Context: an optimization exercise on an open-source flow, tuned for small area, a short achievable clock period and few clock cycles. The choices shown serve that exercise and are no tape-out recipe. The RTL of this run was laid out without a check of its function. No activity file was given, so power comes from the tool's default toggle rates.

[flow/design.v]
package pps_pkg;
  localparam int MAX_NODES = 16;
  localparam int TIME_W    = 32;
  localparam int PADDR_W   = 3;
  localparam int DIV_BITS  = 4;    
  localparam logic [2:0] OP_REG  = 3'd0;
  localparam logic [2:0] OP_SHUT = 3'd1;
  localparam logic [2:0] OP_CUT  = 3'd2;
  localparam logic [2:0] OP_BOOT = 3'd3;
  localparam logic [2:0] OP_TICK = 3'd4;
  localparam logic [3:0] EV_REGD     = 4'd0;
  localparam logic [3:0] EV_DUP      = 4'd1;
  localparam logic [3:0] EV_FULL     = 4'd2;
  localparam logic [3:0] EV_REJ      = 4'd3;
  localparam logic [3:0] EV_SHUT     = 4'd4;
  localparam logic [3:0] EV_DN_START = 4'd5;
  localparam logic [3:0] EV_DN_DONE  = 4'd6;
  localparam logic [3:0] EV_CUT      = 4'd7;
  localparam logic [3:0] EV_OFF      = 4'd8;
  localparam logic [3:0] EV_BOOT     = 4'd9;
  localparam logic [3:0] EV_UP_START = 4'd10;
  localparam logic [3:0] EV_UP_DONE  = 4'd11;
  localparam logic [3:0] EV_ON       = 4'd12;
  localparam logic [1:0] MODE_ON   = 2'd0;
  localparam logic [1:0] MODE_DOWN = 2'd1;
  localparam logic [1:0] MODE_OFF  = 2'd2;
  localparam logic [1:0] MODE_BOOT = 2'd3;
  localparam logic [0:0] REG_BOOT_DELAY = 1'b0;
  localparam logic [1:0] WK_CUT  = 2'd0;
  localparam logic [1:0] WK_DOWN = 2'd1;
  localparam logic [1:0] WK_UP   = 2'd2;
  typedef struct packed {
    logic [2:0]  op;
    logic [31:0] now;
    logic [15:0] node_id;
    logic [2:0]  priority_req;
    logic [31:0] batt_life;
    logic [15:0] fail_mask;
  } in_t;
  typedef struct packed {
    logic [3:0]  event_res;
    logic [15:0] node_id_res;
    logic        node_valid;
    logic [31:0] time_res;
    logic        clean;
    logic        forced;
    logic [31:0] detail_value;
    logic [1:0]  system_state;
    logic [15:0] graceful_count;
    logic [15:0] cutoff_count;
    logic        last;
  } out_t;
endpackage
import pps_pkg::*;
module pps_div (
  input  logic [3:0]  rem_i,
  input  logic [DIV_BITS-1:0] dbits_i,    
  input  logic [3:0]  divisor,
  output logic [3:0]  rem_o,
  output logic [DIV_BITS-1:0] qbits_o
);
  logic [4:0] trial;
  logic [3:0] r;
  always_comb begin
    r = rem_i;
    for (int k = DIV_BITS - 1; k >= 0; k--) begin
      trial = {r, dbits_i[k]};
      if (trial >= {1'b0, divisor}) begin
        qbits_o[k] = 1'b1;
        r = 4'(trial - {1'b0, divisor});
      end else begin
        qbits_o[k] = 1'b0;
        r = trial[3:0];
      end
    end
    rem_o = r;
  end
endmodule
import pps_pkg::*;
module pps_rbuf (
  input  logic [15:0]      mask,
  input  logic             desc,
  input  logic [7:0][15:0] lvl,      
  output logic [15:0]      sel
);
  logic [7:0]  la, f, hi, lo;
  logic [15:0] cand;
  always_comb begin
    for (int p = 0; p < 8; p++) la[p] = |(mask & lvl[p]);
    for (int p = 0; p < 8; p++) begin
      hi[p] = 1'b0;
      lo[p] = 1'b0;
      for (int q = 0; q < 8; q++) begin
        if (q > p) hi[p] = hi[p] | la[q];
        if (q < p) lo[p] = lo[p] | la[q];
      end
      f[p] = la[p] & (desc ? !hi[p] : !lo[p]);
    end
    cand = '0;
    for (int p = 0; p < 8; p++) cand = cand | (lvl[p] & {16{f[p]}});
    cand = cand & mask;
    sel = cand & (~cand + 16'd1);
  end
endmodule
import pps_pkg::*;
module priority_power_sequencer (
  input  logic                  clk,
  input  logic                  rst_n,
  input  logic                  in_valid,
  output logic                  in_stall,
  input  pps_pkg::in_t          in_data,
  output logic                  out_valid,
  input  logic                  out_stall,
  output pps_pkg::out_t         out_data,
  input  logic                  psel,
  input  logic                  penable,
  input  logic                  pwrite,
  input  logic [pps_pkg::PADDR_W-1:0] paddr,
  input  logic [31:0]           pwdata,
  output logic [31:0]           prdata,
  output logic                  pready
);
  localparam int DIV_STEPS = 32 / DIV_BITS;
  logic [15:0] ids_r [MAX_NODES];
  logic [2:0]  pri_r [MAX_NODES];
  logic [15:0] up_r;           
  logic [15:0] zd_r;           
  logic [4:0]  cnt_r;
  logic [7:0]  present_r;
  logic [1:0]  mode_r;
  logic [15:0] grace_r, cut_r;
  logic [31:0] delay_r;
  logic [31:0] base_r;         
  logic [31:0] step_r;         
  logic [31:0] life_r;         
  logic [7:0]  pmask_r;        
  logic        div_busy_r;
  logic        acc_pend_r;     
  logic [3:0]  drem_r;
  logic [$clog2(DIV_STEPS+1)-1:0] dcnt_r;
  logic        ov_r;
  logic [3:0]  oev_r;
  logic [15:0] oid_r;
  logic        ovld_r, ocln_r, ofrc_r, olast_r, oshut_r;
  logic [31:0] now_r;
  logic [15:0] pend_r, nsel_r, fail_r;
  logic [1:0]  ekind_r;
  logic        half_r, etrl_r, cclean_r;
  localparam logic [1:0] PL_IDLE = 2'd0, PL_LOOP = 2'd1, PL_DONE = 2'd3;
  logic [1:0]  pl_r;
  logic        pcut_r;         
  logic [32:0] acc_r;
  logic [7:0]  rl_r, ld_r;
  logic [15:0] pm_r, pn_r;
  logic        ptrl_r;
  assign pready = 1'b1;
  assign prdata = (paddr[2] == REG_BOOT_DELAY) ? delay_r : 32'd0;
  always_ff @(posedge clk) begin
    if (!rst_n) begin
      delay_r <= 32'd1000;
    end else if (psel && penable && pwrite && paddr[2] == REG_BOOT_DELAY) begin
      delay_r <= pwdata;
    end
  end
  logic [15:0]      vmask;
  logic [7:0][15:0] lvl;
  logic [15:0]      match;
  logic [3:0]       gcount;
  always_comb begin
    for (int i = 0; i < MAX_NODES; i++) begin
      vmask[i] = 5'(i) < cnt_r;
      match[i] = ids_r[i] == in_data.node_id;
      for (int p = 0; p < 8; p++) lvl[p][i] = pri_r[i] == 3'(p);
    end
    gcount = 4'($countones(pmask_r));
  end
  logic        op_walk;        
  logic        desc_pl;
  logic [31:0] elapsed;
  logic        cutoff_now, due_now;
  logic [7:0]  fb, fb_hi, fb_lo;
  logic [15:0] lvd, pm_fin, pick_up, pick_fin;
  logic        ptrl_fin;
  logic [32:0] acc_add;
  logic        sched_ok;
  always_comb begin
    op_walk = (in_data.op == OP_CUT && mode_r != MODE_OFF) ||
              (in_data.op == OP_TICK && (mode_r == MODE_DOWN || mode_r == MODE_BOOT));
    desc_pl = mode_r == MODE_BOOT;
    elapsed = (in_data.now >= base_r) ? 32'(in_data.now - base_r) : 32'd0;
    cutoff_now = in_data.op == OP_CUT || (mode_r == MODE_DOWN && elapsed >= life_r);
    sched_ok = !div_busy_r && !acc_pend_r;
    acc_add  = acc_r[32] ? acc_r : ({1'b0, acc_r[31:0]} + {1'b0, step_r});
    due_now  = (rl_r != 8'd0) &&
               ((in_data.now == 32'hFFFF_FFFF) || (!acc_r[32] && in_data.now >= acc_r[31:0]));
    fb = '0;
    for (int p = 0; p < 8; p++) begin
      fb_hi[p] = 1'b0;
      fb_lo[p] = 1'b0;
      for (int q = 0; q < 8; q++) begin
        if (q > p) fb_hi[p] = fb_hi[p] | rl_r[q];
        if (q < p) fb_lo[p] = fb_lo[p] | rl_r[q];
      end
      fb[p] = rl_r[p] & (desc_pl ? !fb_hi[p] : !fb_lo[p]);
    end
    for (int i = 0; i < MAX_NODES; i++) lvd[i] = ld_r[pri_r[i]];
    if (mode_r == MODE_DOWN) begin
      pm_fin   = up_r & lvd;
      ptrl_fin = (up_r & ~lvd) == 16'd0;
    end else begin
      pm_fin   = vmask & ~up_r & (zd_r | lvd);
      ptrl_fin = (vmask & ~up_r & ~(zd_r | lvd)) == 16'd0;
    end
  end
  pps_rbuf u_pick_up  (.mask(up_r),   .desc(1'b0),    .lvl(lvl), .sel(pick_up));
  pps_rbuf u_pick_fin (.mask(pm_fin), .desc(desc_pl), .lvl(lvl), .sel(pick_fin));
  logic [15:0] pend_nx, pick_nx, nsel_src, pend_src;
  logic        desc_em;
  logic        em_idle, out_free;
  logic [15:0] id_sel;
  logic        ready, zero_rec, accept;
  logic        dup, full;
  logic [1:0]  kind_a;
  logic        trl_a;
  logic [4:0]  pc_a;
  always_comb begin
    em_idle  = !half_r && pend_r == 16'd0 && !etrl_r;
    out_free = !ov_r || !out_stall;
    ready    = !op_walk || pl_r == PL_DONE;
    kind_a   = pcut_r ? WK_CUT : (mode_r == MODE_DOWN ? WK_DOWN : WK_UP);
    trl_a    = ptrl_r;
    zero_rec = (in_data.op == OP_TICK) &&
               ((mode_r == MODE_ON || mode_r == MODE_OFF) ||
                (pm_r == 16'd0 && !ptrl_r));
    accept   = in_valid && ready && (zero_rec || (em_idle && out_free));
    dup      = |(vmask & match);
    full     = cnt_r[4];
    pc_a     = 5'($countones(pm_r));
  end
  assign in_stall = !(ready && (zero_rec || (em_idle && out_free)));
  always_comb begin
    nsel_src = (accept && !zero_rec) ? pn_r : nsel_r;
    pend_src = (accept && !zero_rec) ? pm_r : pend_r;
    pend_nx  = pend_src & ~nsel_src;
    desc_em  = (accept && !zero_rec) ? (kind_a == WK_UP) : (ekind_r == WK_UP);
    id_sel   = '0;
    for (int i = 0; i < MAX_NODES; i++) id_sel = id_sel | (ids_r[i] & {16{nsel_src[i]}});
  end
  pps_rbuf u_pick_nx (.mask(pend_nx), .desc(desc_em), .lvl(lvl), .sel(pick_nx));
  logic [16:0] cut_sum, grace_sum;
  logic [15:0] cut_sat, grace_sat;
  always_comb begin
    cut_sum   = {1'b0, cut_r} + {12'd0, pc_a};
    grace_sum = {1'b0, grace_r} + {12'd0, pc_a};
    cut_sat   = cut_sum[16] ? 16'hFFFF : cut_sum[15:0];
    grace_sat = grace_sum[16] ? 16'hFFFF : grace_sum[15:0];
  end
  logic [3:0]          drem_nx;
  logic [DIV_BITS-1:0] dq_nx;
  pps_div u_div (.rem_i(drem_r), .dbits_i(step_r[31 -: DIV_BITS]), .divisor(gcount + 4'd1),
                 .rem_o(drem_nx), .qbits_o(dq_nx));
  always_ff @(posedge clk) begin
    if (pl_r != PL_DONE && in_valid && op_walk) begin
      if (cutoff_now) begin
        pcut_r <= 1'b1;
        pm_r   <= up_r;
        pn_r   <= pick_up;
        ptrl_r <= 1'b1;
        pl_r   <= PL_DONE;
      end else if (sched_ok) begin
        pcut_r <= 1'b0;
        if (due_now) begin
          ld_r  <= ld_r | fb;
          rl_r  <= rl_r & ~fb;
          acc_r <= acc_add;
          pl_r  <= PL_LOOP;
        end else begin
          pm_r   <= pm_fin;
          pn_r   <= pick_fin;
          ptrl_r <= ptrl_fin;
          pl_r   <= PL_DONE;
        end
      end
    end
    if (accept) pl_r <= PL_IDLE;
    if (div_busy_r) begin
      drem_r <= drem_nx;
      step_r <= {step_r[31-DIV_BITS:0], dq_nx};
      dcnt_r <= dcnt_r - 1'b1;
      if (dcnt_r == 1) begin
        div_busy_r <= 1'b0;
        acc_pend_r <= 1'b1;
      end
    end
    if (acc_pend_r) begin
      acc_r      <= {1'b0, base_r} + {1'b0, step_r};
      acc_pend_r <= 1'b0;
    end
    if (out_free) ov_r <= 1'b0;
    if (accept && !zero_rec) begin
      now_r   <= in_data.now;
      fail_r  <= in_data.fail_mask;
      ov_r    <= 1'b1;
      oid_r   <= 16'd0;
      ovld_r  <= 1'b0;
      ocln_r  <= 1'b0;
      ofrc_r  <= 1'b0;
      olast_r <= 1'b1;
      oshut_r <= 1'b0;
      oev_r   <= EV_REJ;
      half_r  <= 1'b0;
      etrl_r  <= 1'b0;
      pend_r  <= 16'd0;
      unique case (in_data.op)
        OP_REG: begin
          oid_r  <= in_data.node_id;
          ovld_r <= 1'b1;
          oev_r  <= dup ? EV_DUP : (full ? EV_FULL : EV_REGD);
        end
        OP_SHUT: begin
          if (mode_r == MODE_ON) begin
            oev_r   <= EV_SHUT;
            oshut_r <= 1'b1;
          end
        end
        OP_BOOT: begin
          if (mode_r == MODE_OFF) oev_r <= EV_BOOT;
        end
        OP_CUT, OP_TICK: begin
          if (op_walk) begin
            ekind_r <= kind_a;
            if (pm_r != 16'd0) begin
              oid_r    <= id_sel;
              ovld_r   <= 1'b1;
              oev_r    <= (kind_a == WK_CUT) ? EV_CUT : (kind_a == WK_DOWN ? EV_DN_START : EV_UP_START);
              half_r   <= kind_a != WK_CUT;
              cclean_r <= !(|(in_data.fail_mask & pn_r));
              pend_r   <= pend_nx;
              nsel_r   <= pick_nx;
              etrl_r   <= trl_a;
              olast_r  <= 1'b0;
            end else begin
              oev_r    <= (kind_a == WK_UP) ? EV_ON : EV_OFF;
              ofrc_r   <= kind_a == WK_CUT;
            end
          end
        end
        default: ;
      endcase
    end else if (!em_idle && out_free) begin
      ov_r <= 1'b1;
      if (half_r) begin
        oev_r   <= 4'(oev_r + 4'd1);
        ocln_r  <= (ekind_r == WK_DOWN) && cclean_r;
        half_r  <= 1'b0;
        olast_r <= pend_r == 16'd0 && !etrl_r;
      end else if (pend_r != 16'd0) begin
        oid_r    <= id_sel;
        ovld_r   <= 1'b1;
        ocln_r   <= 1'b0;
        oev_r    <= (ekind_r == WK_CUT) ? EV_CUT : (ekind_r == WK_DOWN ? EV_DN_START : EV_UP_START);
        half_r   <= ekind_r != WK_CUT;
        cclean_r <= !(|(fail_r & nsel_r));
        pend_r   <= pend_nx;
        nsel_r   <= pick_nx;
        olast_r  <= (ekind_r == WK_CUT) && pend_nx == 16'd0 && !etrl_r;
      end else begin
        oid_r   <= 16'd0;
        ovld_r  <= 1'b0;
        ocln_r  <= 1'b0;
        oev_r   <= (ekind_r == WK_UP) ? EV_ON : EV_OFF;
        ofrc_r  <= ekind_r == WK_CUT;
        olast_r <= 1'b1;
        etrl_r  <= 1'b0;
      end
    end
    if (accept && !zero_rec) begin
      unique case (in_data.op)
        OP_REG: begin
          if (!dup && !full) begin
            ids_r[cnt_r[3:0]] <= in_data.node_id;
            pri_r[cnt_r[3:0]] <= in_data.priority_req;
            up_r[cnt_r[3:0]]  <= mode_r == MODE_ON;
            zd_r[cnt_r[3:0]]  <= 1'b1;
            cnt_r             <= 5'(cnt_r + 5'd1);
            present_r         <= present_r | (8'd1 << in_data.priority_req);
          end
        end
        OP_SHUT: begin
          if (mode_r == MODE_ON) begin
            mode_r     <= MODE_DOWN;
            base_r     <= in_data.now;
            life_r     <= in_data.batt_life;
            step_r     <= in_data.batt_life;
            pmask_r    <= present_r;
            zd_r       <= 16'd0;
            drem_r     <= 4'd0;
            dcnt_r     <= DIV_STEPS;
            div_busy_r <= present_r != 8'd0;
            acc_pend_r <= 1'b0;
            rl_r       <= present_r;
            ld_r       <= 8'd0;
          end
        end
        OP_BOOT: begin
          if (mode_r == MODE_OFF) begin
            mode_r  <= MODE_BOOT;
            base_r  <= in_data.now;
            step_r  <= delay_r;
            pmask_r <= present_r;
            zd_r    <= 16'd0;
            div_busy_r <= 1'b0;
            acc_pend_r <= 1'b0;
            acc_r   <= {1'b0, in_data.now} + {1'b0, delay_r};
            rl_r    <= present_r;
            ld_r    <= 8'd0;
          end
        end
        OP_CUT, OP_TICK: begin
          if (op_walk) begin
            unique case (kind_a)
              WK_CUT: begin
                up_r   <= 16'd0;
                cut_r  <= cut_sat;
                mode_r <= MODE_OFF;
              end
              WK_DOWN: begin
                up_r  <= up_r & ~pm_r;
                grace_r <= grace_sat;
                if (trl_a) mode_r <= MODE_OFF;
              end
              default: begin
                up_r <= up_r | pm_r;
                if (trl_a) mode_r <= MODE_ON;
              end
            endcase
          end
        end
        default: ;
      endcase
    end
    if (!rst_n) begin
      pl_r       <= PL_IDLE;
      div_busy_r <= 1'b0;
      acc_pend_r <= 1'b0;
      ov_r       <= 1'b0;
      half_r     <= 1'b0;
      etrl_r     <= 1'b0;
      pend_r     <= 16'd0;
      mode_r     <= MODE_ON;
      cnt_r      <= 5'd0;
      present_r  <= 8'd0;
      up_r       <= 16'd0;
      grace_r    <= 16'd0;
      cut_r      <= 16'd0;
    end
  end
  assign out_valid = ov_r;
  always_comb begin
    out_data.event_res      = oev_r;
    out_data.node_id_res    = oid_r;
    out_data.node_valid     = ovld_r;
    out_data.time_res       = now_r;
    out_data.clean          = ocln_r;
    out_data.forced         = ofrc_r;
    out_data.detail_value   = oshut_r ? life_r : 32'd0;
    out_data.system_state   = mode_r;
    out_data.graceful_count = grace_r;
    out_data.cutoff_count   = cut_r;
    out_data.last           = olast_r;
  end
endmodule
[flow/run.sh]
#!/bin/bash
# synth_recipe.tcl (not shown) runs the flow's synth.tcl, then flattens the netlist and writes it again
# the make line also repeats each setting of config.mk as NAME=value (left out here)
make -C /OpenROAD-flow-scripts/flow DESIGN_CONFIG=/design/flow/config.mk WORK_HOME=/design/flow/orfs CLKGATE_MAP_FILE= SYNTH_SCRIPT=/design/flow/synth_recipe.tcl finish
[flow/config.mk]
export PLATFORM = sky130hd
export DESIGN_NAME = priority_power_sequencer
export DESIGN_NICKNAME = priority_power_sequencer
export VERILOG_FILES = /design/flow/design.v
export SDC_FILE = /design/flow/constraint.sdc
export NUM_CORES = 4
export LEC_CHECK = 0
export CAP_MARGIN = 20
export CORE_MARGIN = 2
export CORE_UTILIZATION = 40
export SLEW_MARGIN = 20
[flow/constraint.sdc]
create_clock -name core_clock -period 8.0 [get_ports {clk}]
set_input_delay 1.6000 -clock core_clock [delete_from_list [all_inputs] [get_ports {clk}]]
set_output_delay 1.6000 -clock core_clock [all_outputs]
set_load 0.01 [all_outputs]
==> summary.txt <==
[cells by family after synthesis]
group                    after synthesis  share of synthesized area (%)
multiplexers                         145                           3.63
other                                  1                        0.00709
AO/OA/AOI/OAI                       1597                           21.1
flip-flops                           725                           37.3
adder cells (fa/ha/maj)              259                           6.47
buffers and inverters                641                           4.74
XOR/XNOR                             397                           6.58
AND/OR/NAND/NOR                     2070                           20.2
[worst max-delay path, delay by kind of cell]
family	cells	cell delay [ns]
adder cells (fa/ha/maj)	2	0.68
buffers and inverters	8	1.20
AND/OR/NAND/NOR	13	2.83
AO/OA/AOI/OAI	15	2.34
[per-layer routing]
| layer | share of wire [%] | GRT usage (%) | vias to the layer above |
|---|---|---|---|
| met1 | 36 | 58.4 | 28403 |
| li1 | - | - | 23522 |
| met3 | 13 | 17.4 | 1338 |
| met2 | 41 | 69.3 | 4843 |
| met5 | 0.066 | 0 | - |
| met4 | 9.4 | 35.6 | 32 |
[power groups by stage]
stage / Combinational (uW) / Clock [uW] / Sequential, uW
after global routing: 12900 / 4310 / 5320
after detailed placement: 10700 / 0 / 5350
final: 12300 / 4170 / 5320
after floorplan: 5710 / 0 / 5030
after CTS: 11100 / 4170 / 5280
after global placement: 10500 / 0 / 5350
[final timing paths]
check,startpoint,endpoint,slack [ns],cells past startpoint
hold reg to reg,pl_r[0],pl_r[0],0.47,2
setup / recovery,in_data[68],pn_r[14],-0.13,38
hold / removal,pl_r[0],pl_r[0],0.47,2
setup reg to reg,pmask_r[4],drem_r[1],0.25,34
[registers in the layout, summed over array words and instances, names as in the netlist, 32 cells and up]
| name | count |
|---|---|
| ids_r | 256 |
| pri_r | 48 |
| acc_r | 33 |
| base_r | 32 |
| delay_r | 32 |
| life_r | 32 |
| now_r | 32 |
| step_r | 32 |
[metrics by stage]
step           hold WS, ns  setup slack, ns  total power, uW  setup TNS, ns
2_1_floorplan        0.432           -0.124            10700          -3.94
3_3_place_gp         0.452            -1.50            15800        -120.62
3_5_place_dp         0.458            -1.56            16000        -131.44
4_1_cts              0.473           -0.262            20500          -4.86
5_1_grt              0.515           -0.318            22500         -10.25
6_report             0.472           -0.132            21800          -1.72
[what timing repair did]
action | CTS | global route
gates resized for setup | 135 | 106
endpoints found under the hold margin | 0 | 0
pin swaps | 87 | 106
cloned | 7 | 0
endpoints found under the setup margin | 110 | 102
setup buffers | 30 | 22
[cell type report]
class	count	area share, %
Multi-Input combinational cell	4469	47.6
Sequential cell	725	29.5
Timing Repair Buffer	1039	13.7
Clock buffer	111	3.48
Tap cell	1755	3.29
Inverter	271	1.55
Clock inverter	44	0.882
Antenna cell	17	0.0637
[placed cells by master, fill, tap and decap left out, types with 26 or more instances in the layout]
master / instances
buf_4: 686
edfxtp_1: 517
nor2_1: 476
nand2_1: 441
a21oi_1: 295
clkdlybuf4s50_1: 291
inv_1: 256
xor2_1: 238
ha_1: 229
dfxtp_1: 206
o21ai_0: 198
xnor2_1: 159
nand3_1: 152
nor3_1: 149
a22oi_1: 115
o22ai_1: 114
nor2b_1: 111
nand2b_1: 96
nor4_1: 94
a21o_1: 93
nand4_1: 92
clkbuf_16: 86
mux2i_1: 84
a221oi_1: 70
a31oi_1: 61
a22o_1: 60
and3_1: 57
a211oi_1: 55
and2_1: 54
or3_1: 52
o211ai_1: 43
o21ai_1: 39
mux4_2: 35
buf_12: 33
o2111ai_1: 31
or2_2: 27
nor3b_1: 27
o221ai_1: 26
==> implementation parameters <==
Parameter                              Value

Finish
  Number of standard cells in the final layout excluding fillers ... 8431
  NumNets Final ... about 7k
  Multi-input gate area in the final layout ... 31800 um^2
  Sequential Area ... approximately 20000 um^2
  Fraction of layout cells with a size suffix above 1 ... 18.6%
  Finished layout cell area ... 66800 um^2
  Area growth, synth to finish ... 26.4%
  Filler instances ... between 10k and 15k
  Final core utilization ... 50.9%

Clocking
  Number of sinks handled by clock tree synthesis ... 725
  Maximum root-to-sink buffer count ... 3
  TritonCTS clock tree ... yes
  CTS Hold Buffers Added ... 0
  CTS Root Buffer Type ... clkbuf_16
  Inserted Clock Buffers ... 83
  Insertion delay of the later-clocked pin in the worst-skew pair ... approximately 0.72 ns
  Htree depth ... 3
  Clock transition at the register clock pins on the worst setup and hold paths after CTS ... 0.06 ns

Power
  Sw Share ... 44.1%
  Static Leakage ... 0.0255 uW
  Power share of the clock group ... approximately a fifth
  Peak supply drop ... 0.000744 V
  Internal power ... 12200 uW
  Share of power burned in registers ... 24.4%
  Net switching power figure ... 9610 uW
  Comb power frac ... 56.5%
  Total power divided by cell area ... roughly 330 nW/um^2

Floorplan
  Initial core utilization ... 40.3%
  Total Die Area ... 135000 um^2
  Top Ports ... 301
  Vertical extent of the die ... ~370 um
  Core region area ... approximately 130000 um^2
  Std cell rows ... approximately 130
  Die boundary width ... around 370 um

Drt
  Total Wirelength ... 336000 um
  TritonRoute pass-1 iters ... 10
  Antenna viol nets, final ... 0
  Post-DR wirelength/cell ... 39.9 um
  Number of vias after detailed routing ... 58.1k
  Via-per-instance ratio ... 6.90
  DRC Markers ... 0
  Detailed router's first-iteration violation count ... 9548

Global routing
  Via count of the first global-routing pass ... about 54k
  Wire length of the first global-routing pass ... 451000 um
  Gr ovfl total ... 0
  Largest net degree at the start of global routing ... between 60 and 70
  All-Layer GR Usage ... between 40% and 50%
  Antenna violations before repair ... between 40 and 50

Timing
  Clock tree skew after final layout ... 0.0464 ns
  Worst max-slew margin expressed relative to the limit ... 9.28%
  Portion of the clock cycle consumed by the worst path in the final layout ... 102%
  Unrepaired setup endpoints after global routing ... yes
  Final setup viols ... 29
  Highest clock frequency the design can meet ... approximately 120 MHz
  Actual transition at the worst max-transition pin ... 1.35 ns
  Fin. Hold Viols ... 0
  Number of max-slew violations in the final report ... 0
  Slack of the critical path ... -0.132 ns
  Clock period minus worst slack ... 8.13 ns

Worst setup path
  Worst setup path class ... in -> reg
  Highest fanout seen on the critical path ... 8
  Cell seen most often among critical-path stages ... buf_6
  Crit path largest cell delay ... 0.55 ns
  Critical path capture point type ... flip-flop
  Critical Path Slowest Stage Cell ... or4_4
  Critical path required time ... 8.55 ns
  Critical path startpoint category ... primary input
  Critical path arrival ... 8.68 ns

Synthesis
  Area contributors post-synth ... edfxtp_1 29%, dfxtp_1 7.9%, ha_1 5.6%
  Unique cell type count in the Yosys netlist ... 122
  Number of standard cells after synthesis ... around 5.8k
  Synthesis warning total ... 3
  Leading cell type by number of instances after synthesis ... edfxtp_1
  FF+latch count, synth ... 725
  Number of enable-type register cells in the synthesized netlist ... 517
  Number of nets produced by synthesis ... between 6k and 7k
  Cell type contributing the most total cell area after synthesis ... edfxtp_1
  Sequential element share of the synthesized area ... 37.3%
  Fraction of registers with async set/reset ... 0%
  Most frequently used flop master after synthesis ... edfxtp_1
  Ranking of synthesized cells by instance count ... 517 x edfxtp_1, 513 x nor2_1, 456 x nand2_1, 314 x a21oi_1, 308 x clkbuf_1
  Mapped cell area ... 52900 um^2
  Fraction of synthesized cell area taken by the top area cell type ... around 29%
  Mean cell area of the mapped netlist ... 9.06 um^2

Flow run
  Maximum capacitance violations ... 0

Run status
  Run status ... complete, but fails checks
  Violated layout checks ..... negative setup slack

Place
  Buffers on Ports ... about 300
  Gp weighted congestion ... 1.16
  Post-placement cell count ... ~8.2k
  DPL Wire Length ... 263000 um
  Placed instance area ... between 60000 and 70000 um^2

Hold path
  HP Class ... reg -> reg

what the ideal ports hide:
How much do the figures lean on ideal ports? The routed layout below was timed once more, with nothing changed but the port constraints.
Step 1, drivers: a clkbuf_16 drives clk and a buf_2 each remaining input, both assumed.
Step 2 adds t to the input delays and takes it off the output delays; t is the mean of the earliest and latest rising clock arrival at the registers after step 1. Input paths then give back, and output paths get back, about the clock's delay inside the block.
Three values: ideal, step 1, step 2; two values: the first two.
t (ns): 0.780
slack for setup (ns): -0.132 / -0.094 / -0.874
hold slack, ns: 0.472 / 0.472 / 0.472
worst setup path at the end: input to register
latest minus earliest clock arrival (ns): 0.046 / 0.046
For this run, drivers alone change the setup slack by +0.038 ns; drivers and shift together by -0.742 ns.
